This design comes from an exercise in tuning for small area, a short achievable clock period and few clock cycles per item on the open sky130 flow, not from production work.
In this exercise RTL edits were held to simulation tests only and were not proved equivalent to the original.

===== flow/design.v =====
module hilo_muldiv_unit #(
  parameter int WIDTH      = 32,
  parameter int MUL_STAGES = 2
) (
  input  logic               clk,
  input  logic               rst,
  input  logic               start,
  input  logic [2:0]         op,
  input  logic [WIDTH-1:0]   a,
  input  logic [WIDTH-1:0]   b,
  input  logic               flush,
  output logic               busy,
  output logic               done,
  output logic               div_by_zero,
  output logic [WIDTH-1:0]   hi,
  output logic [WIDTH-1:0]   lo
);
  localparam logic [2:0] OP_MULT  = 3'd1;
  localparam logic [2:0] OP_MULTU = 3'd2;
  localparam logic [2:0] OP_DIV   = 3'd3;
  localparam logic [2:0] OP_DIVU  = 3'd4;
  localparam logic [2:0] OP_MTHI  = 3'd5;
  localparam logic [2:0] OP_MTLO  = 3'd6;
  typedef enum logic [3:0] {
    S_IDLE = 4'd0,
    S_MUL  = 4'd1,    
    S_MCOR = 4'd2,    
    S_DSW  = 4'd3,    
    S_DNA  = 4'd4,    
    S_DNB  = 4'd5,    
    S_NORM = 4'd6,    
    S_DIT  = 4'd7,    
    S_NQ   = 4'd8,    
    S_NR   = 4'd9     
  } state_t;
  state_t       state_q, state_d;
  logic         busy_q, busy_d;
  logic         done_q, done_d;
  logic         dz_q, dz_d;
  logic [31:0]  hi_q, lo_q;
  logic         hi_en, lo_en;
  logic [31:0]  hi_d, lo_d;
  logic [5:0]   cnt_q, cnt_d;
  logic         sgn_q, qneg_q, rneg_q;
  logic         qneg_d, rneg_d, sgn_d;
  logic [31:0]  x_q, x_d;      
  logic [32:0]  ph_q, ph_d;    
  logic [31:0]  pl_q, pl_d;    
  logic         pb_q, pb_d;    
  assign busy        = busy_q;
  assign done        = done_q;
  assign div_by_zero = dz_q;
  assign hi          = hi_q;
  assign lo          = lo_q;
  logic        gate_a;
  logic        ext;
  logic        one0, two0, neg0, one1, two1, neg1;
  logic [7:0]  ctl_q, ctl_d;
  logic        ga_n, ext_n;
  logic [2:0]  d0_n, d1_n;
  logic [36:0] av, xs, m0, m1, p0, p1, t, c;
  logic [37:0] sum_w;
  logic [36:0] s;
  always_comb begin
    av = gate_a ? 37'd0 : {{4{ph_q[32]}}, ph_q};
    xs = {{5{ext}}, x_q};
    m0 = ({37{one0}} & xs) | ({37{two0}} & {xs[35:0], 1'b0});
    m1 = ({37{one1}} & xs) | ({37{two1}} & {xs[35:0], 1'b0});
    p0 = m0 ^ {37{neg0}};
    p1 = {m1[34:0] ^ {35{neg1}}, 2'b00};
    t  = av ^ p0 ^ (p1 | {35'd0, neg1, neg0});
    c  = {(av[35:0] & p0[35:0]) | (av[35:0] & (p1[35:0] | {34'd0, neg1, neg0}))
          | (p0[35:0] & (p1[35:0] | {34'd0, neg1, neg0})), neg1};
    sum_w = {t, 1'b1} + {c, neg1};
    s  = sum_w[37:1];
  end
  function automatic logic [5:0] clz32(input logic [31:0] v);
    logic [5:0] n;
    n = 6'd32;
    for (int i = 0; i < 32; i++) begin
      if (v[i]) n = 6'd31 - i[5:0];
    end
    clz32 = n;
  endfunction
  logic [5:0]  zx, zp;
  logic [5:0]  sh_amt;
  logic        x_zero;
  logic [31:0] x_norm;
  logic        ge;
  logic        op_valid, accept, is_mul, is_div, op_sgn;
  always_comb begin
    zx     = clz32(x_q);
    zp     = clz32(ph_q[31:0]);
    x_zero = (x_q == 32'd0);
    sh_amt = (zx > zp) ? (zx - zp) : 6'd0;
    x_norm = x_q << sh_amt[4:0];
    ge     = ~s[36];
  end
  always_comb begin
    op_valid = (op != 3'd0) && (op != 3'd7);
    accept   = start && !busy_q && !flush && op_valid;
    is_mul   = (op == OP_MULT) || (op == OP_MULTU);
    is_div   = (op == OP_DIV) || (op == OP_DIVU);
    op_sgn   = (op == OP_MULT) || (op == OP_DIV);
  end
  function automatic logic [2:0] booth(input logic b2, input logic b1, input logic b0);
    logic o, w, n;
    o = b1 ^ b0;
    w = (b2 & ~b1 & ~b0) | (~b2 & b1 & b0);
    n = b2;
    booth = {n, w, o};
  endfunction
  always_comb begin
    state_d = state_q;
    busy_d  = busy_q;
    done_d  = 1'b0;
    dz_d    = 1'b0;
    cnt_d   = cnt_q;
    qneg_d  = qneg_q;
    rneg_d  = rneg_q;
    hi_en   = 1'b0;
    lo_en   = 1'b0;
    hi_d    = ph_d[31:0];
    lo_d    = pl_d;
    x_d     = x_q;
    ph_d    = ph_q;
    pl_d    = pl_q;
    pb_d    = pb_q;
    {gate_a, ext, neg0, two0, one0, neg1, two1, one1} = ctl_q;
    unique case (state_q)
      S_IDLE: begin
        x_d  = b;
        ph_d = {1'b0, a};
        pl_d = a;
        pb_d = 1'b0;
        cnt_d = 6'd7;
        if (accept) begin
          if (op == OP_MTHI) begin
            hi_d   = a;
            hi_en  = 1'b1;
            done_d = 1'b1;
          end else if (op == OP_MTLO) begin
            lo_d   = a;
            lo_en  = 1'b1;
            done_d = 1'b1;
          end else if (is_mul) begin
            state_d = S_MUL;
            busy_d  = 1'b1;
          end else if (op == OP_DIV && a[31]) begin
            state_d = S_DSW;
            busy_d  = 1'b1;
          end else if (op == OP_DIV && b[31]) begin
            state_d = S_DNB;
            busy_d  = 1'b1;
          end else begin
            state_d = S_NORM;
            busy_d  = 1'b1;
          end
        end
      end
      S_MUL: begin
        ph_d  = s[36:4];
        pl_d  = {s[3:0], pl_q[31:4]};
        pb_d  = pl_q[3];
        cnt_d = cnt_q - 6'd1;
        if (cnt_q == 6'd0) begin
          if (sgn_q || !pl_q[3]) begin
            hi_en   = 1'b1;
            lo_en   = 1'b1;
            done_d  = 1'b1;
            state_d = S_IDLE;
            busy_d  = 1'b0;
          end else begin
            state_d = S_MCOR;
          end
        end
      end
      S_MCOR: begin
        ph_d    = s[32:0];
        hi_en   = 1'b1;
        lo_en   = 1'b1;
        done_d  = 1'b1;
        state_d = S_IDLE;
        busy_d  = 1'b0;
      end
      S_DSW: begin
        x_d     = pl_q;    
        pl_d    = x_q;     
        state_d = S_DNA;
      end
      S_DNA: begin
        ph_d    = s[32:0];
        x_d     = pl_q;
        state_d = pl_q[31] ? S_DNB : S_NORM;
      end
      S_DNB: begin
        x_d     = s[31:0];
        state_d = S_NORM;
      end
      S_NORM: begin
        if (x_zero) begin
          done_d  = 1'b1;
          dz_d    = 1'b1;
          state_d = S_IDLE;
          busy_d  = 1'b0;
        end else begin
          x_d     = x_norm;
          cnt_d   = sh_amt;
          pl_d    = 32'd0;
          state_d = S_DIT;
        end
      end
      S_DIT: begin
        ph_d  = ge ? s[32:0] : ph_q;
        pl_d  = {pl_q[30:0], ge};
        x_d   = {1'b0, x_q[31:1]};
        cnt_d = cnt_q - 6'd1;
        if (cnt_q == 6'd0) begin
          if (qneg_q || rneg_q) begin
            x_d     = pl_d;
            state_d = S_NQ;
          end else begin
            hi_en   = 1'b1;
            lo_en   = 1'b1;
            done_d  = 1'b1;
            state_d = S_IDLE;
            busy_d  = 1'b0;
          end
        end
      end
      S_NQ: begin
        pl_d    = s[31:0];
        x_d     = ph_q[31:0];
        state_d = S_NR;
      end
      S_NR: begin
        ph_d    = s[32:0];
        hi_en   = 1'b1;
        lo_en   = 1'b1;
        done_d  = 1'b1;
        state_d = S_IDLE;
        busy_d  = 1'b0;
      end
      default: begin
        state_d = S_IDLE;
        busy_d  = 1'b0;
      end
    endcase
    sgn_d = (state_q == S_IDLE) ? op_sgn : sgn_q;
    if (state_q == S_IDLE) begin
      qneg_d = (op == OP_DIV) && (a[31] ^ b[31]);
      rneg_d = (op == OP_DIV) && a[31];
    end
    if (busy_q && flush) begin
      state_d = S_IDLE;
      busy_d  = 1'b0;
      hi_en   = 1'b0;
      lo_en   = 1'b0;
      done_d  = 1'b0;
      dz_d    = 1'b0;
    end
    ga_n  = 1'b0;
    ext_n = 1'b0;
    d0_n  = 3'b000;
    d1_n  = 3'b000;
    unique case (state_d)
      S_MUL: begin
        ga_n  = (state_q == S_IDLE);
        ext_n = sgn_d & x_d[31];
        d0_n  = booth(pl_d[1], pl_d[0], pb_d);
        d1_n  = booth(pl_d[3], pl_d[2], pl_d[1]);
      end
      S_MCOR: d0_n = 3'b001;
      S_DNA: begin
        ga_n  = 1'b1;
        ext_n = sgn_d & x_d[31];
        d0_n  = 3'b101;
      end
      S_DNB: begin
        ga_n = 1'b1;
        d0_n = 3'b101;
      end
      S_DIT: d0_n = 3'b101;
      S_NQ: begin
        ga_n = 1'b1;
        d0_n = {qneg_d, 2'b01};
      end
      S_NR: begin
        ga_n = 1'b1;
        d0_n = {rneg_d, 2'b01};
      end
      default: ;
    endcase
    ctl_d = {ga_n, ext_n, d0_n, d1_n};
  end
  always_ff @(posedge clk or posedge rst) begin
    if (rst) begin
      state_q <= S_IDLE;
      ctl_q   <= 8'd0;
      busy_q  <= 1'b0;
      done_q  <= 1'b0;
      dz_q    <= 1'b0;
      hi_q    <= 32'd0;
      lo_q    <= 32'd0;
    end else begin
      state_q <= state_d;
      ctl_q   <= ctl_d;
      busy_q  <= busy_d;
      done_q  <= done_d;
      dz_q    <= dz_d;
      if (hi_en) hi_q <= hi_d;
      if (lo_en) lo_q <= lo_d;
    end
  end
  always_ff @(posedge clk) begin
    x_q    <= x_d;
    ph_q   <= ph_d;
    pl_q   <= pl_d;
    pb_q   <= pb_d;
    cnt_q  <= cnt_d;
    qneg_q <= qneg_d;
    rneg_q <= rneg_d;
    sgn_q  <= sgn_d;
  end
endmodule

===== flow/run.sh =====
#!/bin/bash
# synth_recipe.tcl (not shown) runs the flow's synth.tcl, then flattens the netlist and writes it again
# the make line also repeats each setting of config.mk as NAME=value (left out here)
make -C /OpenROAD-flow-scripts/flow DESIGN_CONFIG=/design/flow/config.mk WORK_HOME=/design/flow/orfs CLKGATE_MAP_FILE= SYNTH_SCRIPT=/design/flow/synth_recipe.tcl finish

===== flow/config.mk =====
export PLATFORM = sky130hd
export DESIGN_NAME = hilo_muldiv_unit
export DESIGN_NICKNAME = hilo_muldiv_unit
export VERILOG_FILES = /design/flow/design.v
export SDC_FILE = /design/flow/constraint.sdc
export NUM_CORES = 4
export LEC_CHECK = 0
export CAP_MARGIN = 20
export CORE_MARGIN = 2
export CORE_UTILIZATION = 40
export SLEW_MARGIN = 20

===== flow/constraint.sdc =====
create_clock -name core_clock -period 12.5 [get_ports {clk}]
set_input_delay 2.5000 -clock core_clock [delete_from_list [all_inputs] [get_ports {clk}]]
set_output_delay 2.5000 -clock core_clock [all_outputs]
set_load 0.01 [all_outputs]

==> results by group, run 1 <==
Critical path
  – Worst Path Arrival: 7180 ps
  – Critical Path Max Stage Delay: 810 ps
  – Worst Path Buf+Inv: 0
  – CP Max Fanout: 21
  – Most frequent CP cell: a21oi_1
  – CP Capture Type: flip-flop
  – Kind of critical path: reg2reg
  – Critical Path, Cell by Cell: nand2b_1 -> a21oi_1 -> o21bai_1 -> a21oi_1 -> o21bai_1 -> a21oi_1 -> o21ai_0 -> a311oi_1 -> o21ai_0 -> a211oi_1 -> ha_1 -> nand2_1 -> o22ai_1 -> a21oi_1 -> nand2_1 -> nand2_1 -> o221ai_1 -> o41a_1 -> and3_1
  – Type of origin of the critical path: flip-flop
  – Critical path's slowest cell: nand2_1
  – Worst Path Required: 12900 ps
  – Delay-heaviest family, CP: compound AO/OA/AOI/OAI gates

Logic synthesis
  – Avg Cell Area, Syn: 8.59 sq um
  – Top_reg_cell synth: dfrtp_1
  – Top cells by count, synth: nand2_1 (196), a21oi_1 (132), nor2_1 (128)
  – Post-synth EDFFs: 38
  – Mapped cell area: 16900 sq um
  – YS warnings: 1
  – Synth Register Bits: 186
  – Library cells used by synthesis: 98
  – Cell taking the most area after synthesis: dfrtp_1
  – Post-Syn Instances: 1972
  – Synth Net Count: around 2100
  – Fraction of registers with async set/reset: ~42%
  – Fraction of synthesized cell area taken by the top area cell type: a little under an eighth
  – Top-count cell post-synth: nand2_1
  – Register area share after synthesis: a little over a quarter
  – Main area contributors after synthesis: dfrtp_1 (12%), dfxtp_1 (8.2%), mux2i_1 (7.2%)

GRT
  – Global-route wire length before repair: 117000 microns
  – Largest net degree at the start of global routing: 80
  – Initial antenna violation count: 3
  – Vias in the first global route: 16600
  – Total congestion overflow: 0
  – Gr usage total: 36.5%

STA
  – Final setup fails: 0
  – Tmin final: 6780 ps
  – Max Clk Rate: approximately 150 MHz
  – Hold Vio Cnt, Final: 0
  – RSZ-0062 raised after global routing: false
  – Pins Over Slew Limit: 0
  – TNS Setup: 0 ps
  – Worst clock skew: about 15 ps
  – Fin crit share: approximately 54%
  – Slew headroom: 8.47%
  – Worst Tran Pin Value: approximately 1400 ps

CTS
  – Post_cts resized: 0
  – Setup repair bufs after CTS: 0
  – Post-CTS Hold Buffers: 0
  – CTS Sinks: around 190
  – TritonCTS Buffers: 17
  – Clock tree buffer depth: 2
  – Root Buffer: clkbuf_16
  – Clock latency (worst-skew pair): 470 ps
  – H-tree levels: 4
  – TritonCTS clock tree: yes
  – Clock transition time at the flip-flop clock pins of the worst setup and hold paths: 80 ps

Cells and area
  – Multi-input gate area: 11600 sq um
  – Filler instances: 4124
  – Fraction of layout cells with a size suffix above 1: 10.3%
  – Nets: 2154
  – Register area: 4510 sq um
  – Area Overhead vs Synth: 13.8%

Job
  – Max cap viols: 0

Detailed routing
  – # DRC: 0
  – Via count: 17400
  – Post-Route WL: 81700 microns
  – Initial DRC count: 2692
  – Pre-antenna DRT Iters: 10
  – Antenna violation net count after detailed routing: 0
  – Vias per std cell: 6.81
  – Routed wire per std cell: 31.9 microns

Place
  – DP Wirelength: 61000 microns
  – Routability Congestion: 1.02
  – Port Buffer Count: 137

Floorplanning
  – DIE AREA: 44000 sq um
  – Row count: 75
  – Io pins: approximately 140
  – Initial Util: 40.5%
  – Die height: 210 microns
  – Core ar.: 41900 sq um
  – Chip width: 210 microns

Outcome
  – Status: finished clean

Hold path
  – Tightest Hold Check Type: reg2reg
## per-stage QoR
stage | util (%) | setup slack [ps] | instances | hold WS (ps) | instance area (sq um)
after floorplan | - | 7670 | 1972 | 435 | 16900
after global placement | 44.5 | 6030 | 2521 | 458 | 18600
after detailed placement | 44.5 | 6090 | 2521 | 464 | 18600
after CTS | 46.0 | 6070 | 2553 | 479 | 19200
after global routing | 46.0 | 5430 | 2553 | 525 | 19300
final | 46.1 | 5720 | 2556 | 481 | 19300
## cell usage in the layout (no fill, tap or decap), types with 60 or more instances in the layout
cell type and count:
a21oi_1 131, o21ai_0 104, a22oi_1 85, xnor2_1 92
mux2_2 60, dfrtp_1 74, dfxtp_1 69, mux2i_1 122
nor2_1 126, clkdlybuf4s50_1 137, nand2_1 196
## logic make-up (layout without fill, tap and decap cells)
| logic type | after synthesis | after routing | share of synthesized area, % |
|---|---|---|---|
| other | 0 | 3 | 0 |
| AO/OA/AOI/OAI | 642 | 642 | 27.1 |
| buffers and inverters | 211 | 253 | 5.36 |
| AND/OR/NAND/NOR | 550 | 550 | 15.9 |
| flip-flops | 186 | 186 | 26.6 |
| adder cells (fa/ha/maj) | 82 | 82 | 7.65 |
| XOR/XNOR | 118 | 118 | 6.19 |
| multiplexers | 183 | 183 | 11.3 |
## path summary, 6_finish.rpt
kind	from	to	slack (ps)	cells past startpoint
worst max register to register	ph_q[0]$_DFF_P_	ctl_q[6]$_DFF_PP0_	5720	19
max in group asynchronous	rst	ctl_q[1]$_DFF_PP0_	9360	3
min in group asynchronous	rst	hi_q[8]$_DFFE_PP0P_	2550	3
worst max-delay path	ph_q[0]$_DFF_P_	ctl_q[6]$_DFF_PP0_	5720	19
worst min-delay path	sgn_q$_DFF_P_	sgn_q$_DFF_P_	480	2
worst min register to register	sgn_q$_DFF_P_	sgn_q$_DFF_P_	480	2
## registers in the layout, indices dropped and copies added (netlist names), 4 cells and up
signal,flops
ph_q,33
hi_q,32
lo_q,32
pl_q,32
x_q,32
ctl_q,8
cnt_q,6
state_q,4
## per-layer routing
layer | GRT usage (%) | wire [microns] | up-vias
li1 | - | - | 7485
met1 | 48.5 | 32100 | 8456
met2 | 52.1 | 33800 | 1209
met3 | 10.9 | 10000 | 250
met4 | 21.7 | 5770 | 0
met5 | 0 | 0 | -
## area by class of cell
class / instances / share of cell area, %
Inverter: 43 / 0.844
Sequential cell: 186 / 23.4
Clock buffer: 18 / 2.23
Tap cell: 539 / 3.50
Multi-Input combinational cell: 1575 / 60.4
Antenna cell: 3 / 0.0389
Clock inverter: 14 / 0.909
Timing Repair Buffer: 178 / 8.73
## worst reg2reg max path: cells and delay by family (launching register included)
| family | cells | cell delay [ps] |
|---|---|---|
| DFF | 1 | 580 |
| AOI/OAI and AO/OA | 13 | 3640 |
| adders and majority gates | 1 | 590 |
| and+or+nand+nor | 5 | 1900 |
Testbench counts, summed over its fixed seeds: cycles 33,333, items 4,800.
==> inputs of run 2 (changes only) <==
--- a/flow/design.v
+++ b/flow/design.v
@@ -55,23 +55,32 @@
   logic        gate_a;
   logic        ext;
-  logic        one0, two0, neg0, one1, two1, neg1;
-  logic [7:0]  ctl_q, ctl_d;
+  logic [2:0]  dg [4];          
+  logic [13:0] ctl_q, ctl_d;
   logic        ga_n, ext_n;
-  logic [2:0]  d0_n, d1_n;
-  logic [36:0] av, xs, m0, m1, p0, p1, t, c;
-  logic [37:0] sum_w;
-  logic [36:0] s;
+  logic [2:0]  dn [4];
+  logic [40:0] av, xs, nb;
+  logic [40:0] pp [4];
+  logic [40:0] t1, c1, t2, c2, t3, c3, t4, c4;
+  logic [41:0] sum_w;
+  logic [40:0] s;
   always_comb begin
-    av = gate_a ? 37'd0 : {{4{ph_q[32]}}, ph_q};
-    xs = {{5{ext}}, x_q};
-    m0 = ({37{one0}} & xs) | ({37{two0}} & {xs[35:0], 1'b0});
-    m1 = ({37{one1}} & xs) | ({37{two1}} & {xs[35:0], 1'b0});
-    p0 = m0 ^ {37{neg0}};
-    p1 = {m1[34:0] ^ {35{neg1}}, 2'b00};
-    t  = av ^ p0 ^ (p1 | {35'd0, neg1, neg0});
-    c  = {(av[35:0] & p0[35:0]) | (av[35:0] & (p1[35:0] | {34'd0, neg1, neg0}))
-          | (p0[35:0] & (p1[35:0] | {34'd0, neg1, neg0})), neg1};
-    sum_w = {t, 1'b1} + {c, neg1};
-    s  = sum_w[37:1];
+    av = gate_a ? 41'd0 : {{8{ph_q[32]}}, ph_q};
+    xs = {{9{ext}}, x_q};
+    nb = 41'd0;
+    for (int i = 0; i < 4; i++) begin
+      pp[i] = ((({41{dg[i][0]}} & xs) | ({41{dg[i][1]}} & {xs[39:0], 1'b0}))
+               ^ {41{dg[i][2]}}) << (2 * i);
+      nb[2 * i] = dg[i][2];
+    end
+    t1 = av ^ pp[0] ^ pp[1];
+    c1 = ((av & pp[0]) | (av & pp[1]) | (pp[0] & pp[1])) << 1;
+    t2 = pp[2] ^ pp[3] ^ nb;
+    c2 = ((pp[2] & pp[3]) | (pp[2] & nb) | (pp[3] & nb)) << 1;
+    t3 = t1 ^ c1 ^ t2;
+    c3 = ((t1 & c1) | (t1 & t2) | (c1 & t2)) << 1;
+    t4 = t3 ^ c3 ^ c2;
+    c4 = ((t3 & c3) | (t3 & c2) | (c3 & c2)) << 1;
+    sum_w = {t4, 1'b1} + {c4, 1'b0};
+    s  = sum_w[41:1];
   end
   function automatic logic [5:0] clz32(input logic [31:0] v);
@@ -95,5 +104,5 @@
     sh_amt = (zx > zp) ? (zx - zp) : 6'd0;
     x_norm = x_q << sh_amt[4:0];
-    ge     = ~s[36];
+    ge     = ~s[40];
   end
   always_comb begin
@@ -127,5 +136,5 @@
     pl_d    = pl_q;
     pb_d    = pb_q;
-    {gate_a, ext, neg0, two0, one0, neg1, two1, one1} = ctl_q;
+    {gate_a, ext, dg[0], dg[1], dg[2], dg[3]} = ctl_q;
     unique case (state_q)
       S_IDLE: begin
@@ -134,5 +143,5 @@
         pl_d = a;
         pb_d = 1'b0;
-        cnt_d = 6'd7;
+        cnt_d = 6'd3;
         if (accept) begin
           if (op == OP_MTHI) begin
@@ -160,10 +169,10 @@
       end
       S_MUL: begin
-        ph_d  = s[36:4];
-        pl_d  = {s[3:0], pl_q[31:4]};
-        pb_d  = pl_q[3];
+        ph_d  = s[40:8];
+        pl_d  = {s[7:0], pl_q[31:8]};
+        pb_d  = pl_q[7];
         cnt_d = cnt_q - 6'd1;
         if (cnt_q == 6'd0) begin
-          if (sgn_q || !pl_q[3]) begin
+          if (sgn_q || !pl_q[7]) begin
             hi_en   = 1'b1;
             lo_en   = 1'b1;
@@ -262,40 +271,41 @@
     ga_n  = 1'b0;
     ext_n = 1'b0;
-    d0_n  = 3'b000;
-    d1_n  = 3'b000;
+    for (int i = 0; i < 4; i++) dn[i] = 3'b000;
     unique case (state_d)
       S_MUL: begin
         ga_n  = (state_q == S_IDLE);
-        ext_n = sgn_d & x_d[31];
-        d0_n  = booth(pl_d[1], pl_d[0], pb_d);
-        d1_n  = booth(pl_d[3], pl_d[2], pl_d[1]);
+        ext_n = sgn_d & ((state_q == S_IDLE) ? b[31] : x_q[31]);
+        dn[0] = booth(pl_d[1], pl_d[0], pb_d);
+        dn[1] = booth(pl_d[3], pl_d[2], pl_d[1]);
+        dn[2] = booth(pl_d[5], pl_d[4], pl_d[3]);
+        dn[3] = booth(pl_d[7], pl_d[6], pl_d[5]);
       end
-      S_MCOR: d0_n = 3'b001;
+      S_MCOR: dn[0] = 3'b001;
       S_DNA: begin
         ga_n  = 1'b1;
-        ext_n = sgn_d & x_d[31];
-        d0_n  = 3'b101;
+        ext_n = 1'b1;
+        dn[0] = 3'b101;
       end
       S_DNB: begin
         ga_n = 1'b1;
-        d0_n = 3'b101;
+        dn[0] = 3'b101;
       end
-      S_DIT: d0_n = 3'b101;
+      S_DIT: dn[0] = 3'b101;
       S_NQ: begin
         ga_n = 1'b1;
-        d0_n = {qneg_d, 2'b01};
+        dn[0] = {qneg_d, 2'b01};
       end
       S_NR: begin
         ga_n = 1'b1;
-        d0_n = {rneg_d, 2'b01};
+        dn[0] = {rneg_d, 2'b01};
       end
       default: ;
     endcase
-    ctl_d = {ga_n, ext_n, d0_n, d1_n};
+    ctl_d = {ga_n, ext_n, dn[0], dn[1], dn[2], dn[3]};
   end
   always_ff @(posedge clk or posedge rst) begin
     if (rst) begin
       state_q <= S_IDLE;
-      ctl_q   <= 8'd0;
+      ctl_q   <= 14'd0;
       busy_q  <= 1'b0;
       done_q  <= 1'b0;
==> flow/flow/run.sh (new file) <==
#!/bin/bash
# Standard ORFS layout, asking repair_timing for extra setup slack so that
# the achieved period is optimised rather than just the 12.5 ns target.
set -euo pipefail
bash standard.sh SETUP_SLACK_MARGIN=8.0 finish > standard_flow.log 2>&1
==> flow/standard.sh (new file) <==
#!/bin/bash
# synth_recipe.tcl (not shown) runs the flow's synth.tcl, then flattens the netlist and writes it again
# the make line also repeats each setting of config.mk as NAME=value (left out here)
make -C /OpenROAD-flow-scripts/flow DESIGN_CONFIG=/design/flow/config.mk WORK_HOME=/design/flow/orfs CLKGATE_MAP_FILE= SYNTH_SCRIPT=/design/flow/synth_recipe.tcl "${@:-finish}"
--- a/flow/config.mk
+++ b/flow/config.mk
@@ -10,2 +10,3 @@
 export CORE_UTILIZATION = 40
 export SLEW_MARGIN = 20
+export TNS_END_PERCENT = 0
removed: flow/run.sh
==> results by group, run 2 <==
Cells and area
  – Filler instances: 4794 (+16%)
  – Area Overhead vs Synth: 20.8%
  – Commonest non-fill, non-tap cell in the layout: nand2_1
  – Nets: 2649 (+23%)
  – Most frequent cells in the layout: nand2_1 (183), a22oi_1 (156), nor2_1 (147)
  – Multi-input gate area: 15100 sq um (+30%)
  – Fraction of layout cells with a size suffix above 1: 15.9% (+5.6 points)
  – Layout Cells excl Fill: 3070 (+20%)
  – Largest Register: ph_q
  – Largest register FFs: 33 (unchanged)
  – Register area: 4680 sq um (+3.9%)

Floorplanning
  – Chip width: 228 microns (+8.8%)
  – Initial Util: 40.4% (-0.12 points)
  – Die height: 228 microns (+8.8%)
  – DIE AREA: 52100 sq um (+18%)
  – Io pins: 138 (unchanged)
  – Row count: 82 (+9.3%)
  – Core ar.: 49900 sq um (+19%)

Critical path
  – CP Max Fanout: 17 (-19%)
  – Worst Path Arrival: 5850 ps (-1330 ps)
  – Type of origin of the critical path: flip-flop
  – Worst reg2reg setup slack: 6860 ps (+1130 ps)
  – Worst Setup SP: x_q[5]$_DFFE_PP_
  – CP Capture Type: flip-flop
  – Reg-to-reg endpoint: x_q[14]$_DFFE_PP_
  – R2R depth: 18 (-1)
  – Worst Path Required: 12710 ps (-190 ps)
  – Kind of critical path: reg2reg
  – RR Startpoint: x_q[5]$_DFFE_PP_

CTS
  – Clock transition time at the flip-flop clock pins of the worst setup and hold paths: 70 ps (about the same)
  – TritonCTS clock tree: yes
  – TritonCTS Buffers: 17 (unchanged)
  – Root Buffer: clkbuf_16
  – H-tree levels: 4 (unchanged)
  – CTS Sinks: 192 (+3.2%)
  – Clock latency (worst-skew pair): 460 ps (about the same)
  – Clock tree buffer depth: 2 (unchanged)

STA
  – Worst Tran Pin Value: 1180 ps (-188 ps)
  – TNS Setup: 0 ps (unchanged)
  – Tmin final: 5640 ps (-1130 ps)
  – Max Clk Rate: 177 MHz (+20%)
  – RSZ-0062 raised after global routing: true
  – Hold Vio Cnt, Final: 0 (unchanged)
  – Pins Over Slew Limit: 0 (unchanged)
  – Fin crit share: 45.2% (-9.1 points)
  – Worst clock skew: 13.1 ps (-2.35 ps)
  – Fin worst setup slack: 6860 ps (+1130 ps)
  – Slew headroom: 21.1% (+13 points)
  – Hold slack: 467 ps (-14.0 ps)
  – Final setup fails: 0 (unchanged)

Logic synthesis
  – Mapped cell area: 20100 sq um (+19%)
  – Avg Cell Area, Syn: 8.76 sq um (+2.0%)
  – Cell taking the most area after synthesis: fa_1
  – Fraction of registers with async set/reset: 44.3% (+1.8 points)
  – Synth Net Count: 2563 (+21%)
  – YS warnings: 4 (+3)
  – Main area contributors after synthesis: fa_1 (11%), dfrtp_1 (11%), dfxtp_1 (6.8%)
  – Library cells used by synthesis: 82 (-16%)
  – Synth Register Bits: 192 (+3.2%)
  – Fraction of synthesized cell area taken by the top area cell type: 10.6% (-1.0 points)
  – Post-synth EDFFs: 39 (+2.6%)
  – Top cells by count, synth: nand2_1 (187), clkbuf_1 (177), a22oi_1 (167)
  – Post-Syn Instances: 2297 (+16%)
  – Top_reg_cell synth: dfrtp_1
  – Top-count cell post-synth: nand2_1
  – Register area share after synthesis: 23.2% (-3.4 points)

Hold path
  – Hold path startpoint: sgn_q$_DFF_P_
  – Hold path endpoint: sgn_q$_DFF_P_
  – Tightest Hold Check Type: reg2reg
  – Hold path cells: 2 (unchanged)

Place
  – Pre-CTS WS: 5900 ps (-188 ps)
  – Routability Congestion: 1.01 (-0.59%)
  – Placed Instances: 2965 (+18%)
  – DP Wirelength: 67200 microns (+10%)
  – Port Buffer Count: 137 (unchanged)

GRT
  – Global-route wire length before repair: 136000 microns (+16%)
  – Vias in the first global route: 19600 (+18%)
  – Total congestion overflow: 0 (unchanged)
  – Gr usage total: 35.2% (-1.3 points)
  – Largest net degree at the start of global routing: 52 (-35%)
  – Initial antenna violation count: 2 (-1)

Detailed routing
  – Pre-antenna DRT Iters: 7 (-3)
  – DR WL met3: 11400 microns (+14%)
  – Top Metal Used: met5
  – Vias per std cell: 6.69 (-1.7%)
  – Antenna violation net count after detailed routing: 0 (unchanged)
  – Wire length on met1: 37100 microns (+15%)
  – Via count: 20500 (+18%)
  – # DRC: 0 (unchanged)
  – Initial DRC count: 2867 (+6.5%)
  – Routed wire per std cell: 30.8 microns (-3.6%)
  – Met2 wire length: 39000 microns (+16%)
  – Post-Route WL: 94600 microns (+16%)

Outcome
  – Status: finished clean

Job
  – Max cap viols: 0 (unchanged)
run 2: changes by cell type after synthesis, sizes merged, moves of 22 or more:
cell / change
a221oi: +28
xnor2: +35
clkbuf: +57
inv: +69
xor2: +31
a21oi: -24
fa: +71
buf: -22
ha: +42
a22oi: +82
nand2b: +26
nor2b: -24
mux2i: -49
a222oi: -29
run 2: how the worst max path moves through the flow:
stage / end / depth (start not counted) / slack (ps)
final: x_q[14]$_DFFE_PP_ / 18 / 6860
after global routing: hi_q[26]$_DFFE_PP0P_ / 19 / 6760
after CTS: hi_q[22]$_DFFE_PP0P_ / 18 / 6960
after detailed placement: hi_q[18]$_DFFE_PP0P_ / 15 / 5900
after global placement: hi_q[29]$_DFFE_PP0P_ / 16 / 5810
after floorplan: hi_q[16]$_DFFE_PP0P_ / 18 / 7380
run 2: critical path, stage by stage, from the launching register on:
cell and delay, ps:
edfxtp_1 330, buf_4 370, a22oi_2 150, xnor2_1 170
fa_1 550, inv_1 50, fa_1 480, inv_1 50
fa_1 470, inv_1 60, ha_4 230, a21oi_2 150
nor3b_4 260, a211oi_4 120, buf_4 170, nor3_2 360
xor2_2 460, o221ai_1 560, o22a_1 360
run 2: final cells by class:
type,instances,share of cell area (%)
Antenna cell,2,0.0206
Clock buffer,19,1.78
Tap cell,672,3.46
Sequential cell,192,19.3
Timing Repair Buffer,268,10.8
Inverter,112,1.77
Multi-Input combinational cell,1792,62.1
Clock inverter,13,0.808
run 2: repair_timing:
item                                    CTS  global route
cloned                                    3             1
endpoints found under the setup margin  176           175
pin swaps                                19            23
hold buffers                              0             0
resized for setup                        81            48
buffers inserted                         46            21
run 2: kinds of logic after synthesis:
family | Yosys count | synth area share [%]
AOI/OAI and AO/OA | 704 | 25.2
and+or+nand+nor | 559 | 13.0
buffers and inverters | 315 | 5.96
adders and majority gates | 195 | 16.1
DFF | 192 | 23.2
xor gates and xnor gates | 184 | 8.01
muxes | 148 | 8.61
run 2: per-layer routing:
metal | global-route usage (%) | vias to the layer above
li1 | - | 8639
met1 | 47.2 | 10000
met2 | 51.4 | 1543
met3 | 8.42 | 327
met4 | 20.7 | 2
met5 | 0 | -
run 2: metrics by stage:
stage               utilization (%)  area [sq um]
finish                         48.7         24300
global route                   48.7         24300
CTS                            47.8         23800
detailed placement             44.9         22400
global placement               44.7         22300
floorplan                         -         20500
Testbench counts of run 2, summed over its fixed seeds: cycles 23,721, items 4,800.
==> inputs of run 3 (changes only) <==
--- a/flow/config.mk
+++ b/flow/config.mk
@@ -6,4 +6,5 @@
 export NUM_CORES = 4
 export LEC_CHECK = 0
+export ABC_AREA = 1
 export CAP_MARGIN = 20
 export CORE_MARGIN = 2
==> results by group, run 3 <==
Place
  – Placed inst area: 22200 sq um (-0.84%)
  – Pre-CTS WS: 5540 ps (-361 ps)
  – Routability Congestion: 1.06 (+4.8%)
  – Port Buffer Count: 137 (unchanged)
  – DP Wirelength: 77200 microns (+15%)

Logic synthesis
  – Fraction of synthesized cell area taken by the top area cell type: 12.1% (+1.5 points)
  – Main area contributors after synthesis: nand2_1 (12%), fa_1 (11%), dfrtp_1 (10%)
  – Fraction of registers with async set/reset: 44.3% (unchanged)
  – Register area share after synthesis: 23.0% (-0.16 points)
  – Top cells by count, synth: nand2_1 (656), inv_1 (339), o21ai_0 (201)
  – Post-Syn Instances: 2778 (+21%)
  – Top_reg_cell synth: dfrtp_1
  – Avg Cell Area, Syn: 7.30 sq um (-17%)
  – Mapped cell area: 20300 sq um (+0.71%)
  – Top-count cell post-synth: nand2_1
  – YS warnings: 4 (unchanged)
  – Library cells used by synthesis: 83 (+1.2%)
  – Synth Register Bits: 192 (unchanged)
  – Synth Net Count: 3044 (+19%)
  – Post-synth EDFFs: 39 (unchanged)
  – Cell taking the most area after synthesis: nand2_1

Cells and area
  – Fraction of layout cells with a size suffix above 1: 17.1% (+1.2 points)
  – Final Util: 50.7% (+1.9 points)
  – Design area: 25400 sq um (+4.4%)
  – Commonest non-fill, non-tap cell in the layout: nand2_1
  – Largest Register: ph_q
  – Area Overhead vs Synth: 25.2%
  – Nets: 3244 (+22%)
  – Most frequent cells in the layout: nand2_1 (652), inv_1 (295), nor2_1 (176)
  – Largest register FFs: 33 (unchanged)

Floorplanning
  – Chip width: 229 microns (+0.35%)
  – DIE AREA: 52500 sq um (+0.70%)
  – Row count: 82 (unchanged)
  – Die height: 229 microns (+0.35%)
  – Io pins: 138 (unchanged)
  – Core ar.: 50100 sq um (+0.41%)
  – Initial Util: 40.5% (+0.12 points)

CTS
  – CTS Sinks: 192 (unchanged)
  – TritonCTS Buffers: 17 (unchanged)
  – TritonCTS clock tree: yes
  – Post-CTS Hold Buffers: 0 (unchanged)
  – Clock tree buffer depth: 2 (unchanged)
  – Root Buffer: clkbuf_16
  – Clock transition time at the flip-flop clock pins of the worst setup and hold paths: 90 ps (+20 ps)
  – H-tree levels: 4 (unchanged)
  – Clock latency (worst-skew pair): 500 ps (+40 ps)

Critical path
  – RR Startpoint: x_q[18]$_DFFE_PP_
  – Worst reg2reg setup slack: 6900 ps (+40 ps)
  – Worst Path Arrival: 6030 ps (+180 ps)
  – CP Capture Type: flip-flop
  – Critical Path, Cell by Cell: clkinvlp_4 -> o22ai_2 -> xor2_1 -> fa_1 -> inv_1 -> fa_1 -> fa_1 -> ha_1 -> a21oi_2 -> o21ai_0 -> a21oi_2 -> o21ai_0 -> nand2_1 -> nand3_2 -> xor2_4 -> nor2_4 -> inv_4 -> nand2_4 -> clkinv_4 -> o21ai_1 -> nand2_1 -> nand2_1
  – Worst Path Required: 12930 ps (+220 ps)
  – Reg-to-reg endpoint: hi_q[11]$_DFFE_PP0P_
  – Kind of critical path: reg2reg
  – CP Max Fanout: 18 (+1)
  – Type of origin of the critical path: flip-flop
  – Critical Path Max Stage Delay: 490 ps (-70 ps)
  – Critical path's slowest cell: edfxtp_1
  – R2R depth: 22 (+4)

GRT
  – Global-route wire length before repair: 154000 microns (+13%)
  – Vias in the first global route: 21700 (+11%)
  – Total congestion overflow: 0 (unchanged)
  – Gr usage total: 40.5% (+5.3 points)
  – Largest net degree at the start of global routing: 64 (+23%)
  – Initial antenna violation count: 2 (unchanged)

STA
  – Pins Over Slew Limit: 0 (unchanged)
  – Hold slack: 485 ps (+18.7 ps)
  – Worst clock skew: 25.1 ps (+12.0 ps)
  – Worst Tran Pin Value: 1230 ps (+51.5 ps)
  – Fin crit share: 44.8% (-0.35 points)
  – Tmin final: 5600 ps (-43.8 ps)
  – Final setup fails: 0 (unchanged)
  – Max Clk Rate: 179 MHz (+0.78%)
  – Fin worst setup slack: 6900 ps (+43.8 ps)
  – Hold Vio Cnt, Final: 0 (unchanged)
  – Slew headroom: 17.2% (-3.9 points)
  – TNS Setup: 0 ps (unchanged)
  – RSZ-0062 raised after global routing: true

Detailed routing
  – # DRC: 0 (unchanged)
  – Routed wire per std cell: 30.0 microns (-2.6%)
  – Pre-antenna DRT Iters: 8 (+1)
  – Post-Route WL: 110000 microns (+16%)
  – Via count: 22800 (+11%)
  – Vias per std cell: 6.22 (-7.0%)
  – Initial DRC count: 3167 (+10%)
  – Antenna violation net count after detailed routing: 0 (unchanged)

Hold path
  – Hold path startpoint: lo_q[26]$_DFFE_PP0P_
  – Hold path cells: 2 (unchanged)
  – Tightest Hold Check Type: reg2reg
  – Hold path endpoint: lo_q[26]$_DFFE_PP0P_

Job
  – Max cap viols: 0 (unchanged)

Outcome
  – Status: finished clean
## run 3: cell types whose count changed in the layout (fill, tap and decap cells not counted), sizes merged, moves of 27 or more
| cell | change |
|---|---|
| a22oi | -161 |
| inv | +206 |
| xor2 | +111 |
| nor2 | +48 |
| o22ai | +141 |
| clkinvlp | +37 |
| a221o | -27 |
| mux2i | -67 |
| nand2b | -43 |
| mux2 | -61 |
| o21ai | +156 |
| xnor2 | -125 |
| buf | +65 |
| nand2 | +490 |
## run 3: worst max path at each step
stage | from | depth (start not counted) | endpoint | slack, ps
4_1_cts | x_q[6]$_DFFE_PP_ | 24 | x_q[31]$_DFFE_PP_ | 7090
3_5_place_dp | x_q[2]$_DFFE_PP_ | 49 | x_q[5]$_DFFE_PP_ | 5540
5_1_grt | x_q[10]$_DFFE_PP_ | 25 | hi_q[26]$_DFFE_PP0P_ | 6760
6_report | x_q[18]$_DFFE_PP_ | 22 | hi_q[11]$_DFFE_PP0P_ | 6900
3_3_place_gp | x_q[2]$_DFFE_PP_ | 49 | x_q[25]$_DFFE_PP_ | 5460
2_1_floorplan | x_q[6]$_DFFE_PP_ | 23 | x_q[31]$_DFFE_PP_ | 7810
## run 3: layout make-up
| cell class | count | area (sq um) |
|---|---|---|
| multi-input combinational | 2071 | 14500 |
| timing repair inverter | 2 | 15.0 |
| clock buffer | 18 | 439 |
| clock inverter | 14 | 195 |
| inverter | 359 | 1520 |
| timing repair buffer | 335 | 3230 |
| sequential | 192 | 4660 |
| fill | 5046 | 24700 |
| tap | 672 | 841 |
| antenna | 3 | 7.51 |
## run 3: metal layers
layer	vias up	global-route usage [%]	share of wire [%]	wire [microns]
met4	4	25.1	7.1	7830
li1	9710	-	-	-
met1	11200	55.0	40	44400
met5	-	0.827	0.058	64
met2	1605	57.5	41	45100
met3	332	10.0	11	12600
## run 3: cell families (layout without fill, tap and decap cells)
family                   count (synthesis)  after routing  share of synthesized area (%)
multiplexers                             6              6                          0.296
buffers and inverters                  520            728                           10.0
AND/OR/NAND/NOR                        961            966                           19.6
XOR/XNOR                               170            170                           7.55
other                                    0              3                              0
adder cells (fa/ha/maj)                195            195                           16.0
flip-flops                             192            192                           23.0
AO/OA/AOI/OAI                          734            734                           23.6
## run 3: metrics by stage
step,std cells
after detailed placement,3470
after global placement,3470
after CTS,3633
after floorplan,2778
final,3666
after global routing,3663
## run 3: worst max-delay path: cells and delay by family, from the launching register on
| family | cells | cell delay, ps |
|---|---|---|
| xor+xnor | 2 | 440 |
| compound gates | 6 | 1500 |
| fa+ha+maj | 4 | 1720 |
| simple gates | 6 | 710 |
| flops | 1 | 490 |
| buf+inv | 4 | 670 |
## run 3: repair_timing
item,CTS,global route
cloned,7,6
setup endpoints to repair,176,177
resized for setup,164,86
pin swaps,28,22
buffers inserted,124,24
==> inputs of run 4 (changes only) <==
--- a/flow/config.mk
+++ b/flow/config.mk
@@ -6,8 +6,7 @@
 export NUM_CORES = 4
 export LEC_CHECK = 0
-export ABC_AREA = 1
 export CAP_MARGIN = 20
 export CORE_MARGIN = 2
-export CORE_UTILIZATION = 40
+export CORE_UTILIZATION = 55
 export SLEW_MARGIN = 20
 export TNS_END_PERCENT = 0
==> results by group, run 4 <==
Cells and area
  – Nets: 2629 (-19%)
  – Largest Register: ph_q
  – Commonest non-fill, non-tap cell in the layout: nand2_1
  – Fraction of layout cells with a size suffix above 1: 15.0% (-2.1 points)
  – Area Overhead vs Synth: 17.9%
  – Largest register FFs: 33 (unchanged)
  – Most frequent cells in the layout: nand2_1 (184), a22oi_1 (154), nor2_1 (147)

Logic synthesis
  – Synth Register Bits: 192 (unchanged)
  – Main area contributors after synthesis: fa_1 (11%), dfrtp_1 (11%), dfxtp_1 (6.8%)
  – Fraction of registers with async set/reset: 44.3% (unchanged)
  – Top_reg_cell synth: dfrtp_1
  – Top-count cell post-synth: nand2_1
  – Mapped cell area: 20100 sq um (-0.71%)
  – Fraction of synthesized cell area taken by the top area cell type: 10.6% (-1.5 points)
  – Top cells by count, synth: nand2_1 (187), clkbuf_1 (177), a22oi_1 (167)
  – Post-Syn Instances: 2297 (-17%)
  – Cell taking the most area after synthesis: fa_1
  – YS warnings: 4 (unchanged)
  – Post-synth EDFFs: 39 (unchanged)
  – Synth Net Count: 2563 (-16%)
  – Avg Cell Area, Syn: 8.76 sq um (+20%)
  – Library cells used by synthesis: 82 (-1.2%)
  – Register area share after synthesis: 23.2% (+0.16 points)

GRT
  – Largest net degree at the start of global routing: 61 (-4.7%)
  – Global-route wire length before repair: 126000 microns (-18%)
  – Initial antenna violation count: 0 (-2)
  – Total congestion overflow: 0 (unchanged)
  – Vias in the first global route: 19600 (-9.7%)
  – Gr usage total: 44.5% (+4.0 points)

CTS
  – Clock tree buffer depth: 2 (unchanged)
  – Root Buffer: clkbuf_16
  – TritonCTS Buffers: 17 (unchanged)
  – H-tree levels: 4 (unchanged)
  – Clock transition time at the flip-flop clock pins of the worst setup and hold paths: 90 ps (about the same)
  – CTS Sinks: 192 (unchanged)
  – TritonCTS clock tree: yes
  – Clock latency (worst-skew pair): 470 ps (-30 ps)

Critical path
  – Worst Path Required: 12720 ps (-210 ps)
  – CP Max Fanout: 5 (-13)
  – CP Capture Type: flip-flop
  – Type of origin of the critical path: flip-flop
  – Kind of critical path: reg2reg
  – Worst Path Arrival: 5730 ps (-300 ps)

STA
  – TNS Setup: 0 ps (unchanged)
  – Fin worst setup slack: 6990 ps (+93.3 ps)
  – Max Clk Rate: 182 MHz (+1.7%)
  – Hold slack: 493 ps (+7.96 ps)
  – Worst clock skew: 17.8 ps (-7.30 ps)
  – Hold Vio Cnt, Final: 0 (unchanged)
  – Pins Over Slew Limit: 0 (unchanged)
  – Final setup fails: 0 (unchanged)
  – Tmin final: 5510 ps (-93.3 ps)
  – Fin crit share: 44.1% (-0.75 points)
  – Worst Tran Pin Value: 1190 ps (-42.4 ps)
  – RSZ-0062 raised after global routing: true
  – Slew headroom: 20.7% (+3.5 points)

Detailed routing
  – Initial DRC count: 3406 (+7.5%)
  – Post-Route WL: 86100 microns (-22%)
  – Vias per std cell: 7.22 (+16%)
  – Routed wire per std cell: 30.3 microns (+0.89%)
  – Pre-antenna DRT Iters: 11 (+3)
  – # DRC: 0 (unchanged)
  – Via count: 20500 (-9.9%)
  – Antenna violation net count after detailed routing: 0 (unchanged)

Floorplanning
  – DIE AREA: 38100 sq um (-27%)
  – Io pins: 138 (unchanged)
  – Die height: 195 microns (-15%)
  – Initial Util: 55.4% (+15 points)
  – Chip width: 195 microns (-15%)
  – Core ar.: 36300 sq um (-27%)
  – Row count: 70 (-15%)

Outcome
  – Status: finished clean

Hold path
  – Tightest Hold Check Type: reg2reg

Place
  – DP Wirelength: 62000 microns (-20%)
  – Routability Congestion: 1.03 (-3.4%)
  – Port Buffer Count: 137 (unchanged)
  – Pre-CTS WS: 6210 ps (+667 ps)

Job
  – Max cap viols: 0 (unchanged)
-- run 4: routing by layer --
metal,GRT usage [%],part of all wire (%),up-vias,routed length [microns]
met3,12.5,14,384,12200
met4,24.0,6.3,0,5460
met5,0,0,-,0
met2,64.7,42,1708,36000
met1,60.0,38,9880,32500
li1,-,-,8576,-
-- run 4: cells by family after synthesis --
kind of cell               after synthesis  synth area share, %
and+or+nand+nor                        559                 13.0
xor gates and xnor gates               184                 8.01
DFF                                    192                 23.2
buffers and inverters                  315                 5.96
AOI/OAI and AO/OA                      704                 25.2
adders and majority gates              195                 16.1
muxes                                  148                 8.61
-- run 4: final cells by class --
type | instances | area (sq um)
Clock inverter | 14 | 160
Sequential cell | 192 | 4680
Timing Repair Buffer | 246 | 2370
Tap cell | 468 | 586
Antenna cell | 1 | 2.50
Clock buffer | 18 | 450
Multi-Input combinational cell | 1793 | 15000
Fill cell | 3072 | 12600
Inverter | 112 | 449
Timing Repair inverter | 1 | 8.76
-- run 4: repair_timing --
item / 4_1_cts / 5_1_grt
gates resized for setup: 78 / 54
cloned: 4 / 0
endpoints found under the setup margin: 175 / 175
buffers inserted: 41 / 11
hold buffers: 0 / 0
pin swaps: 13 / 28
-- run 4: path summary, 6_finish.rpt --
| path | startpoint | to | slack, ps | cells past startpoint |
|---|---|---|---|---|
| setup / recovery | x_q[5]$_DFFE_PP_ | x_q[13]$_DFFE_PP_ | 6990 | 19 |
| hold / removal | sgn_q$_DFF_P_ | sgn_q$_DFF_P_ | 490 | 2 |
| setup reg to reg | x_q[5]$_DFFE_PP_ | x_q[13]$_DFFE_PP_ | 6990 | 19 |
| min in group asynchronous | rst | lo_q[7]$_DFFE_PP0P_ | 2350 | 2 |
| max in group asynchronous | rst | ctl_q[1]$_DFF_PP0_ | 8920 | 3 |
| hold reg to reg | sgn_q$_DFF_P_ | sgn_q$_DFF_P_ | 490 | 2 |
-- run 4: critical path: stages, from the launching register on --
cell	delay (ps)
edfxtp_1	420
buf_12	170
buf_4	140
a22oi_2	180
xnor2_1	100
fa_1	500
inv_1	50
fa_1	480
inv_1	50
fa_1	370
ha_1	360
a21oi_1	240
o21a_1	150
o21ai_0	140
a21o_1	230
a221o_1	330
xnor2_2	450
o221ai_1	460
a21oi_1	350
nor2_1	80
-- run 4: metrics by stage --
step	area, sq um	utilization (%)	cells
final	23700	65.3	2845
after global routing	23700	65.3	2844
after CTS	23400	64.3	2831
after detailed placement	22000	60.6	2754
after global placement	22000	60.5	2753
after floorplan	20500	-	2297
==> inputs of run 5 (changes only) <==
--- a/flow/design.v
+++ b/flow/design.v
@@ -95,4 +95,5 @@
   logic [5:0]  sh_amt;
   logic        x_zero;
+  logic        a_lt_b;
   logic [31:0] x_norm;
   logic        ge;
@@ -103,4 +104,5 @@
     x_zero = (x_q == 32'd0);
     sh_amt = (zx > zp) ? (zx - zp) : 6'd0;
+    a_lt_b = (zx < zp);    
     x_norm = x_q << sh_amt[4:0];
     ge     = ~s[40];
@@ -213,4 +215,16 @@
           state_d = S_IDLE;
           busy_d  = 1'b0;
+        end else if (a_lt_b) begin
+          pl_d = 32'd0;
+          if (rneg_q) begin
+            x_d     = ph_q[31:0];
+            state_d = S_NR;
+          end else begin
+            hi_en   = 1'b1;
+            lo_en   = 1'b1;
+            done_d  = 1'b1;
+            state_d = S_IDLE;
+            busy_d  = 1'b0;
+          end
         end else begin
           x_d     = x_norm;
--- a/flow/config.mk
+++ b/flow/config.mk
@@ -8,5 +8,5 @@
 export CAP_MARGIN = 20
 export CORE_MARGIN = 2
-export CORE_UTILIZATION = 55
+export CORE_UTILIZATION = 40
 export SLEW_MARGIN = 20
 export TNS_END_PERCENT = 0
==> results by group, run 5 <==
Outcome
  – Status: finished clean

CTS
  – Root Buffer: clkbuf_16
  – Clock transition time at the flip-flop clock pins of the worst setup and hold paths: 80 ps (about the same)
  – Post-CTS Hold Buffers: 0 (unchanged)
  – Clock tree buffer depth: 2 (unchanged)
  – Clock latency (worst-skew pair): 480 ps (about the same)
  – TritonCTS Buffers: 17 (unchanged)
  – TritonCTS clock tree: yes
  – H-tree levels: 4 (unchanged)
  – CTS Sinks: 192 (unchanged)

Cells and area
  – Final Util: 49.2% (-16 points)
  – Most frequent cells in the layout: nand2_1 (183), a22oi_1 (172), nor2_1 (145)
  – Area Overhead vs Synth: 21.5%
  – Nets: 2776 (+5.6%)
  – Largest Register: ph_q
  – Fraction of layout cells with a size suffix above 1: 17.4% (+2.4 points)
  – Largest register FFs: 33 (unchanged)
  – Layout Cells excl Fill: 3205 (+13%)
  – Design area: 25400 sq um (+6.9%)
  – Commonest non-fill, non-tap cell in the layout: nand2_1

GRT
  – Vias in the first global route: 20900 (+6.4%)
  – Gr usage total: 37.1% (-7.3 points)
  – Global-route wire length before repair: 146000 microns (+16%)
  – Total congestion overflow: 0 (unchanged)
  – Largest net degree at the start of global routing: 59 (-3.3%)
  – Initial antenna violation count: 4 (+4)

Logic synthesis
  – Library cells used by synthesis: 107 (+30%)
  – Avg Cell Area, Syn: 8.63 sq um (-1.6%)
  – Fraction of synthesized cell area taken by the top area cell type: 10.3% (-0.39 points)
  – YS warnings: 4 (unchanged)
  – Register area share after synthesis: 22.3% (-0.84 points)
  – Synth Register Bits: 192 (unchanged)
  – Post-synth EDFFs: 39 (unchanged)
  – Mapped cell area: 20900 sq um (+3.8%)
  – Top-count cell post-synth: a22oi_1
  – Top_reg_cell synth: dfrtp_1
  – Synth Net Count: 2687 (+4.8%)
  – Fraction of registers with async set/reset: 44.3% (unchanged)
  – Main area contributors after synthesis: fa_1 (10%), dfrtp_1 (10%), a22oi_1 (6.8%)
  – Cell taking the most area after synthesis: fa_1
  – Post-Syn Instances: 2421 (+5.4%)
  – Top cells by count, synth: a22oi_1 (188), nand2_1 (187), clkbuf_1 (160)

Hold path
  – Tightest Hold Check Type: reg2reg
  – Hold path cells: 2 (unchanged)

STA
  – TNS Setup: 0 ps (unchanged)
  – Hold Vio Cnt, Final: 0 (unchanged)
  – Final setup fails: 0 (unchanged)
  – Tmin final: 5540 ps (+31.0 ps)
  – Fin worst setup slack: 6960 ps (-31.0 ps)
  – Worst clock skew: 20.1 ps (+2.29 ps)
  – Hold slack: 495 ps (+1.90 ps)
  – RSZ-0062 raised after global routing: true
  – Pins Over Slew Limit: 0 (unchanged)
  – Fin crit share: 44.3% (+0.25 points)
  – Slew headroom: 25.6% (+5.0 points)
  – Max Clk Rate: 181 MHz (-0.56%)
  – Worst Tran Pin Value: 1110 ps (-75.8 ps)

Detailed routing
  – Via count: 21500 (+4.6%)
  – Antenna violation net count after detailed routing: 0 (unchanged)
  – # DRC: 0 (unchanged)
  – Routed wire per std cell: 31.7 microns (+4.9%)
  – Pre-antenna DRT Iters: 8 (-3)
  – Post-Route WL: 102000 microns (+18%)
  – Vias per std cell: 6.70 (-7.2%)
  – Initial DRC count: 2980 (-13%)

Job
  – Max cap viols: 0 (unchanged)

Place
  – Placed Instances: 3092 (+12%)
  – Routability Congestion: 1.02 (-0.33%)
  – Placed inst area: 22900 sq um (+3.9%)
  – DP Wirelength: 73000 microns (+18%)
  – Pre-CTS WS: 5240 ps (-970 ps)
  – Port Buffer Count: 137 (unchanged)

Critical path
  – CP Max Fanout: 16 (+11)
  – Critical Path Max Stage Delay: 480 ps (-20 ps)
  – Worst Path Required: 12860 ps (+140 ps)
  – Kind of critical path: reg2reg
  – Type of origin of the critical path: flip-flop
  – Worst reg2reg setup slack: 6960 ps (-30 ps)
  – Reg-to-reg endpoint: hi_q[5]$_DFFE_PP0P_
  – R2R depth: 19 (unchanged)
  – Most frequent CP cell: fa_1
  – Worst setup path end: hi_q[5]$_DFFE_PP0P_
  – CP Capture Type: flip-flop
  – Critical path's slowest cell: fa_1
  – RR Startpoint: ctl_q[10]$_DFF_PP0_
  – Critical Path, Cell by Cell: buf_12 -> o21ai_2 -> xor2_2 -> fa_1 -> inv_2 -> fa_1 -> fa_1 -> ha_1 -> a21oi_1 -> o21a_1 -> nor2_1 -> a31oi_1 -> nor2_1 -> a211oi_4 -> buf_6 -> buf_4 -> nand2_4 -> a221o_1 -> mux2_2
  – Worst Setup SP: ctl_q[10]$_DFF_PP0_
  – Worst Path Arrival: 5900 ps (+170 ps)

Floorplanning
  – Die height: 232 microns (+19%)
  – DIE AREA: 54000 sq um (+42%)
  – Chip width: 232 microns (+19%)
  – Initial Util: 40.5% (-15 points)
  – Core ar.: 51500 sq um (+42%)
  – Row count: 83 (+19%)
  – Io pins: 138 (unchanged)
-- run 5: final cells by class --
type                    count  area, sq um
inverters                 113          433
clock inverters            14          216
multi-input cells        1893        15900
diodes                      2         5.00
fillers                  4984        26100
flip-flops and latches    192         4680
repair buffers            293         2830
well taps                 680          851
clock buffers              18          450
-- run 5: worst min-delay path by stage --
stage | from | to | slack [ps]
5_1_grt | sgn_q$_DFF_P_ | sgn_q$_DFF_P_ | 530
2_1_floorplan | sgn_q$_DFF_P_ | sgn_q$_DFF_P_ | 440
6_report | lo_q[1]$_DFFE_PP0P_ | lo_q[1]$_DFFE_PP0P_ | 500
4_1_cts | sgn_q$_DFF_P_ | sgn_q$_DFF_P_ | 500
3_3_place_gp | lo_q[31]$_DFFE_PP0P_ | lo_q[31]$_DFFE_PP0P_ | 470
3_5_place_dp | lo_q[1]$_DFFE_PP0P_ | lo_q[1]$_DFFE_PP0P_ | 470
-- run 5: routing by layer --
| layer | track usage (%) | routed length (microns) | up-vias | share of wire (%) |
|---|---|---|---|---|
| met4 | 23.5 | 7350 | 4 | 7.2 |
| met2 | 53.1 | 42100 | 1489 | 41 |
| met1 | 49.0 | 40700 | 10600 | 40 |
| met3 | 10.5 | 11600 | 371 | 11 |
| met5 | 0 | 23 | - | 0.023 |
| li1 | - | - | 9023 | - |
-- run 5: worst max-delay path, delay by kind of cell (launching register included) --
| family | cells | cell delay, ps |
|---|---|---|
| AOI/OAI and AO/OA | 6 | 1690 |
| xor gates and xnor gates | 1 | 280 |
| adders and majority gates | 4 | 1770 |
| buffers and inverters | 4 | 660 |
| DFF | 1 | 470 |
| muxes | 1 | 280 |
| and+or+nand+nor | 3 | 220 |
-- run 5: logic make-up (layout without fill, tap and decap cells) --
group | after synthesis | count (layout) | synth area share, %
compound gates | 772 | 772 | 26.4
simple gates | 592 | 594 | 13.7
buf+inv | 338 | 438 | 6.60
fa+ha+maj | 195 | 195 | 15.5
flops | 192 | 192 | 22.3
xor+xnor | 182 | 182 | 7.63
mux | 150 | 150 | 7.80
other cells | 0 | 2 | 0
-- run 5: timing repair --
item,in CTS,in global routing
pin swaps,42,31
setup buffers,51,23
setup endpoints to repair,222,218
gates resized for setup,166,56
cloned,4,1
Testbench counts of run 5, summed over its fixed seeds: cycles 23,003, items 4,800.
==> inputs of run 6 (changes only) <==
--- a/flow/design.v
+++ b/flow/design.v
@@ -95,5 +95,4 @@
   logic [5:0]  sh_amt;
   logic        x_zero;
-  logic        a_lt_b;
   logic [31:0] x_norm;
   logic        ge;
@@ -104,5 +103,4 @@
     x_zero = (x_q == 32'd0);
     sh_amt = (zx > zp) ? (zx - zp) : 6'd0;
-    a_lt_b = (zx < zp);    
     x_norm = x_q << sh_amt[4:0];
     ge     = ~s[40];
@@ -215,16 +213,4 @@
           state_d = S_IDLE;
           busy_d  = 1'b0;
-        end else if (a_lt_b) begin
-          pl_d = 32'd0;
-          if (rneg_q) begin
-            x_d     = ph_q[31:0];
-            state_d = S_NR;
-          end else begin
-            hi_en   = 1'b1;
-            lo_en   = 1'b1;
-            done_d  = 1'b1;
-            state_d = S_IDLE;
-            busy_d  = 1'b0;
-          end
         end else begin
           x_d     = x_norm;
==> flow/flow/run.sh (replaced) <==
#!/bin/bash
# Standard ORFS layout, asking repair_timing for extra setup slack so that
# the achieved period is optimised rather than just the 12.5 ns target.
set -euo pipefail
bash standard.sh SETUP_SLACK_MARGIN=9.5 finish > standard_flow.log 2>&1
--- a/flow/config.mk
+++ b/flow/config.mk
@@ -8,5 +8,5 @@
 export CAP_MARGIN = 20
 export CORE_MARGIN = 2
-export CORE_UTILIZATION = 40
+export CORE_UTILIZATION = 55
 export SLEW_MARGIN = 20
 export TNS_END_PERCENT = 0
==> results by group, run 6 <==
Critical path
  – CP Capture Type: flip-flop
  – Worst Setup SP: x_q[5]$_DFFE_PP_
  – Type of origin of the critical path: flip-flop
  – Kind of critical path: reg2reg
  – Worst Path Required: 12720 ps (-140 ps)
  – Worst Path Arrival: 5730 ps (-170 ps)
  – RR Startpoint: x_q[5]$_DFFE_PP_

CTS
  – Clock tree buffer depth: 2 (unchanged)
  – Clock latency (worst-skew pair): 470 ps (about the same)
  – Root Buffer: clkbuf_16
  – TritonCTS Buffers: 17 (unchanged)
  – Clock transition time at the flip-flop clock pins of the worst setup and hold paths: 90 ps (about the same)
  – H-tree levels: 4 (unchanged)
  – CTS Sinks: 192 (unchanged)

Detailed routing
  – Pre-antenna DRT Iters: 11 (+3)
  – Routed wire per std cell: 30.3 microns (-4.7%)
  – Post-Route WL: 86100 microns (-15%)
  – Vias per std cell: 7.22 (+7.8%)
  – Via count: 20500 (-4.4%)
  – Antenna violation net count after detailed routing: 0 (unchanged)
  – # DRC: 0 (unchanged)
  – Initial DRC count: 3406 (+14%)

STA
  – TNS Setup: 0 ps (unchanged)
  – Slew headroom: 20.7% (-5.0 points)
  – Fin crit share: 44.1% (-0.25 points)
  – Hold Vio Cnt, Final: 0 (unchanged)
  – RSZ-0062 raised after global routing: true
  – Max Clk Rate: 182 MHz (+0.56%)
  – Worst Tran Pin Value: 1190 ps (+75.8 ps)
  – Worst clock skew: 17.8 ps (-2.29 ps)

Cells and area
  – Fraction of layout cells with a size suffix above 1: 15.0% (-2.4 points)
  – Area Overhead vs Synth: 17.9%
  – Nets: 2629 (-5.3%)
  – Most frequent cells in the layout: nand2_1 (184), a22oi_1 (154), nor2_1 (147)
  – Commonest non-fill, non-tap cell in the layout: nand2_1
  – Final Util: 65.3% (+16 points)
  – Largest register FFs: 33 (unchanged)
  – Largest Register: ph_q

Hold path
  – Tightest Hold Check Type: reg2reg

Logic synthesis
  – Fraction of synthesized cell area taken by the top area cell type: 10.6% (+0.39 points)
  – Avg Cell Area, Syn: 8.76 sq um (+1.6%)
  – Synth Net Count: 2563 (-4.6%)
  – Synth Register Bits: 192 (unchanged)
  – Top-count cell post-synth: nand2_1
  – Register area share after synthesis: 23.2% (+0.84 points)
  – Post-synth EDFFs: 39 (unchanged)
  – Cell taking the most area after synthesis: fa_1
  – Library cells used by synthesis: 82 (-23%)
  – Mapped cell area: 20100 sq um (-3.6%)
  – Fraction of registers with async set/reset: 44.3% (unchanged)
  – Main area contributors after synthesis: fa_1 (11%), dfrtp_1 (11%), dfxtp_1 (6.8%)
  – YS warnings: 4 (unchanged)
  – Post-Syn Instances: 2297 (-5.1%)
  – Top_reg_cell synth: dfrtp_1
  – Top cells by count, synth: nand2_1 (187), clkbuf_1 (177), a22oi_1 (167)

GRT
  – Initial antenna violation count: 0 (-4)
  – Global-route wire length before repair: 126000 microns (-14%)
  – Vias in the first global route: 19600 (-6.0%)
  – Total congestion overflow: 0 (unchanged)

Place
  – Routability Congestion: 1.03 (+0.33%)
  – DP Wirelength: 62000 microns (-15%)

Floorplanning
  – Io pins: 138 (unchanged)
  – Row count: 70 (-16%)
  – DIE AREA: 38100 sq um (-29%)
  – Core ar.: 36300 sq um (-29%)
  – Chip width: 195 microns (-16%)
  – Initial Util: 55.4% (+15 points)

Outcome
  – Status: finished clean

Job
  – Max cap viols: 0 (unchanged)
run 6: cell types whose count changed in the layout (fill, tap and decap cells not counted), moves of 8 or more:
cell | previous run | this run
mux2i_1 | 91 | 70
buf_4 | 121 | 87
mux2_2 | 51 | 59
o21ai_0 | 102 | 87
mux4_2 | 3 | 14
a31oi_1 | 24 | 15
buf_6 | 17 | 8
a221oi_1 | 30 | 39
a22oi_1 | 172 | 154
ha_4 | 24 | 7
a21oi_1 | 123 | 106
ha_1 | 57 | 73
run 6: what timing repair did:
action | in CTS | in global routing
gates cloned | 4 | 0
pin swaps | 13 | 28
hold buffers | 0 | 0
setup buffers | 41 | 11
resized for setup | 78 | 54
endpoints found under the setup margin | 349 | 350
run 6: layout make-up:
cell class / instances / area [sq um]
multi-input cells: 1793 / 15000
flip-flops and latches: 192 / 4680
clock buffers: 18 / 450
clock inverters: 14 / 160
diodes: 1 / 2.50
well taps: 468 / 586
inverters: 112 / 449
repair buffers: 246 / 2370
fillers: 3072 / 12600
repair inverters: 1 / 8.76
run 6: path summary, 6_finish.rpt:
path,slack (ps),endpoint,depth (start not counted)
hold / removal,490,sgn_q$_DFF_P_,2
max in group asynchronous,8920,ctl_q[1]$_DFF_PP0_,3
setup reg to reg,6990,x_q[13]$_DFFE_PP_,19
min in group asynchronous,2350,lo_q[7]$_DFFE_PP0P_,2
hold reg to reg,490,sgn_q$_DFF_P_,2
setup / recovery,6990,x_q[13]$_DFFE_PP_,19
run 6: stage by stage:
stage               worst slack (ps)  instance area [sq um]  hold WS [ps]  cells
finish                          6990                  23700           493   2845
global route                    6900                  23700           498   2844
CTS                             7060                  23400           489   2831
detailed placement              6210                  22000           476   2754
global placement                6300                  22000           474   2753
floorplan                       7380                  20500           436   2297
run 6: kinds of logic (layout without fill, tap and decap cells):
logic type / count (synthesis) / in the layout / synth area share [%]
adder cells (fa/ha/maj): 195 / 195 / 16.1
buffers and inverters: 315 / 391 / 5.96
AND/OR/NAND/NOR: 559 / 560 / 13.0
multiplexers: 148 / 148 / 8.61
XOR/XNOR: 184 / 184 / 8.01
other: 0 / 1 / 0
AO/OA/AOI/OAI: 704 / 706 / 25.2
flip-flops: 192 / 192 / 23.2
run 6: worst max-delay path, stage by stage, from the launching register on:
cell and delay, ps:
edfxtp_1 420, buf_12 170, buf_4 140, a22oi_2 180, xnor2_1 100, fa_1 500
inv_1 50, fa_1 480, inv_1 50, fa_1 370, ha_1 360, a21oi_1 240
o21a_1 150, o21ai_0 140, a21o_1 230, a221o_1 330, xnor2_2 450, o221ai_1 460
a21oi_1 350, nor2_1 80
run 6: routing by layer:
layer  track usage (%)  routed length [microns]  up-vias
li1                  -                        -     8576
met1              60.0                    32500     9880
met2              64.7                    36000     1708
met3              12.5                    12200      384
met4              24.0                     5460        0
met5                 0                        0        -
Testbench counts of run 6, summed over its fixed seeds: cycles 23,721, items 4,800.

what the ideal ports hide:
In the flow no input, the clock included, has a driving cell. The finished layouts below were timed again as built, in two steps.
Step 1 assumes that a clkbuf_16 drives the clock port and a buf_2 every other input.
Step 2, shift: input delay + t, output delay - t, t = (earliest + latest rising clock arrival at the registers) / 2. This alone moves slack from input paths to output paths.
Three values: ideal, step 1, step 2; two values: the first two.
| run | t, ns | setup slack, ns | worst slew at a driven data input, ns |
|---|---|---|---|
| run 1 | 0.520 | 5.720 / 5.720 / 5.720 | 0.06 |
| run 2 | 0.510 | 6.855 / 6.855 / 6.601 | 0.07 |
| run 3 | 0.544 | 6.899 / 6.899 / 6.899 | 0.05 |
| run 4 | 0.514 | 6.992 / 6.992 / 6.855 | 0.08 |
| run 5 | 0.524 | 6.961 / 6.961 / 6.961 | 0.06 |
| run 6 | 0.514 | 6.992 / 6.992 / 6.855 | 0.08 |
After both steps every run listed still meets setup and hold. The setup slack of run 2, which loses most, moves by 0.000 ns with the drivers and by -0.254 ns with both steps.
